This design comes from an exercise in tuning for small area, a short achievable clock period and few clock cycles per item on the open sky130 flow, not from production work. Function was checked by simulation only, so behaviour that the tests miss may differ from the original. No activity file was given, so power comes from the tool's default toggle rates.

the reference run:
## aluPipeTop
module aluPipeTop (
	input  logic        clk,
	input  logic        arstN,
	input  logic        inValid,
	input  logic [31:0] inInstr,
	input  logic [31:0] inRsValue,
	input  logic [31:0] inRtValue,
	input  logic [7:0]  inTag,
	input  logic        outCredit,
	output logic        inCredit,
	output logic        outValid,
	output logic [31:0] outResult,
	output logic [4:0]  outDestReg,
	output logic [7:0]  outTag,
	output logic        outIllegal
);
clock: 8.4 ns
lec_check: 0
abc_area: 1
cap_margin: 20
core_margin: 2
core_utilization: 50
cts_cluster_diameter: 100
cts_cluster_size: 25
setup_slack_margin: 5
slew_margin: 20
tns_end_percent: 0
standard.sh (not shown) runs the stock make flow with config.mk's settings and CLKGATE_MAP_FILE= SYNTH_SCRIPT=/design/flow/synth_recipe.tcl, a recipe that flattens the netlist after the stock synthesis.
==> flow/flow/run.sh <==
#!/bin/bash
# The standard layout with these changes to how it is made:
#  - synthesis skips Yosys's early generic ABC pass (SYNTH_ARGS=-noabc), so the
#    multiplier's carry-save tree keeps its structure into full-adder mapping;
#    everything else in synthesis is the standard flow's (synth_recipe.tcl, same settings);
#  - every flip-flop then takes the instance name that the standard
#    synthesis (run here too, in ref/) gives the flip-flop driving the same
#    net, so the registers pair with the standard synthesis by name and cell
#    type (flow/rename_regs.py, which fails the flow if any does not pair);
#  - the port buffers are buf_4 cells instead of the default pick;
#  - the buffers ABC put in are taken out at floorplan (REMOVE_ABC_BUFFERS=1);
#    placement's repair_design buffers what needs it.
# The clock period, constraints, floorplan, power grid and CTS are the standard flow's.
set -euo pipefail
W=$PWD
RES=$W/orfs/results/$FLOW_PLATFORM/aluPipeTop/base
REF=$W/ref/results/$FLOW_PLATFORM/aluPipeTop/base
bash standard.sh WORK_HOME=$W/ref synth > ref_synth.log 2>&1
bash standard.sh SYNTH_ARGS=-noabc $RES/1_2_yosys.v > own_synth.log 2>&1
cp $RES/1_2_yosys.v own_synth_before_rename.v
python3 flow/rename_regs.py $REF/1_2_yosys.v $RES/1_2_yosys.v > rename_regs.log 2>&1
bash standard.sh SYNTH_ARGS=-noabc SETUP_SLACK_MARGIN=5.6 "BUFFER_PORTS_ARGS=-buffer_cell sky130_fd_sc_hd__buf_4" REMOVE_ABC_BUFFERS=1 finish > standard.log 2>&1
Other scripts of this flow, unchanged in this note and not shown: flow/flow/rename_regs.py
Testbench counts of the reference run, summed over its fixed seeds: cycles 8,032, items 8,000.
Edits applied to the flow inputs when going from the reference run to the trial run:
-- flow/flow/run.sh --
<<< the reference run, line 9
#    type (flow/rename_regs.py, which fails the flow if any does not pair);
#  - the port buffers are buf_4 cells instead of the default pick;
#  - the buffers ABC put in are taken out at floorplan (REMOVE_ABC_BUFFERS=1);
#    placement's repair_design buffers what needs it.
# The clock period, constraints, floorplan, power grid and CTS are the standard flow's.
>>> the trial run, line 9
#    type (flow/rename_regs.py, which fails the flow if any does not pair);
#  - the port buffers are buf_4 cells instead of the default pick.
# The clock period, constraints, floorplan, power grid and CTS are the standard flow's.
<<< the reference run, line 21
python3 flow/rename_regs.py $REF/1_2_yosys.v $RES/1_2_yosys.v > rename_regs.log 2>&1
bash standard.sh SYNTH_ARGS=-noabc SETUP_SLACK_MARGIN=5.6 "BUFFER_PORTS_ARGS=-buffer_cell sky130_fd_sc_hd__buf_4" REMOVE_ABC_BUFFERS=1 finish > standard.log 2>&1
>>> the trial run, line 19
python3 flow/rename_regs.py $REF/1_2_yosys.v $RES/1_2_yosys.v > rename_regs.log 2>&1
bash standard.sh SYNTH_ARGS=-noabc SETUP_SLACK_MARGIN=5.6 "BUFFER_PORTS_ARGS=-buffer_cell sky130_fd_sc_hd__buf_4" finish > standard.log 2>&1
### Flow results
- The area used by multi-input combinational logic was comparable across the reference run and the trial run.
- Compared with the reference run, in the trial run delay contributed by the slowest stage of the critical path higher; routed wire length grew by 3.0 mm.


== the previous run ==
aluPipeTop, a different RTL version from the one above (not shown whole).
Size in the first run: roughly 3500 cells after synthesis, roughly 610 flip-flops, ~160 I/O pins, roughly 0.034 sq mm of cells after synthesis.
clock: 8.4 ns
lec_check: 0
abc_area: 1
cap_margin: 20
core_margin: 2
core_utilization: 50
setup_slack_margin: 5
slew_margin: 20
tns_end_percent: 0
==> flow/flow/run.sh <==
#!/bin/bash
# The standard layout with these changes to how it is made:
#  - synthesis skips Yosys's early generic ABC pass (SYNTH_ARGS=-noabc), so the
#    multiplier's carry-save tree keeps its structure into full-adder mapping;
#    everything else in synthesis is the standard flow's (synth_recipe.tcl, same settings);
#  - every flip-flop then takes the instance name that the standard
#    synthesis (run here too, in ref/) gives the flip-flop driving the same
#    net, so the registers pair with the standard synthesis by name and cell
#    type (flow/rename_regs.py, which fails the flow if any does not pair);
#  - the port buffers are buf_4 cells instead of the default pick.
# The clock period, constraints, floorplan, power grid and CTS are the standard flow's.
set -euo pipefail
W=$PWD
RES=$W/orfs/results/$FLOW_PLATFORM/aluPipeTop/base
REF=$W/ref/results/$FLOW_PLATFORM/aluPipeTop/base
bash standard.sh WORK_HOME=$W/ref synth > ref_synth.log 2>&1
bash standard.sh SYNTH_ARGS=-noabc $RES/1_2_yosys.v > own_synth.log 2>&1
cp $RES/1_2_yosys.v own_synth_before_rename.v
python3 flow/rename_regs.py $REF/1_2_yosys.v $RES/1_2_yosys.v > rename_regs.log 2>&1
bash standard.sh SYNTH_ARGS=-noabc SETUP_SLACK_MARGIN=5.6 "BUFFER_PORTS_ARGS=-buffer_cell sky130_fd_sc_hd__buf_4" finish > standard.log 2>&1
Other scripts of this flow, unchanged in this note and not shown: flow/flow/rename_regs.py
The previous run: no failed stages, no open violations at the end
Testbench counts of the previous run, summed over its fixed seeds: cycles 8,032, items 8,000.
Edits applied to the flow inputs when going from the previous run to the current run:
--- a/flow/config.mk
+++ b/flow/config.mk
@@ -11,0 +12,2 @@
+export CTS_CLUSTER_DIAMETER = 100
+export CTS_CLUSTER_SIZE = 25
==> comparison <==
The current run vs the previous run, number of fill cells in the layout went up by 109. The internal power consumption of the current run was superior to that of the previous run. Setup WNS the previous run -> the current run: better.

[re-timing with driven ports]
Ports are ideal in the flow. The routed layouts listed here were re-timed in OpenROAD. Step 1 (the two cells are an assumption about what drives the block):
set clk [get_ports {clk}]
set_driving_cell -lib_cell sky130_fd_sc_hd__clkbuf_16 $clk
set_driving_cell -lib_cell sky130_fd_sc_hd__buf_2 [delete_from_list [all_inputs] $clk]
Step 2 times the ports against the registers' clock, not the clock port: input delays grow and output delays shrink by t, the midpoint of the rising clock arrivals with the driver on. Three values: no drivers, after step 1, after step 2; two values: the first two.
| run | shift t [ns] | setup slack, ns | worst register clock-pin slew, ns |
|---|---|---|---|
| the reference run | 0.677 | 5.430 / 5.417 / 4.838 | 0.10 / 0.10 |
| the trial run | 0.675 | 5.418 / 5.388 / 4.860 | 0.10 / 0.10 |
| the previous run | 0.685 | 5.427 / 5.423 / 4.922 | 0.06 / 0.06 |
| the current run | 0.696 | 5.435 / 5.406 / 4.935 | 0.10 / 0.10 |
After both steps every run listed still meets setup and hold. The setup slack of the reference run, which loses most, moves by -0.013 ns with the drivers and by -0.592 ns with both steps.
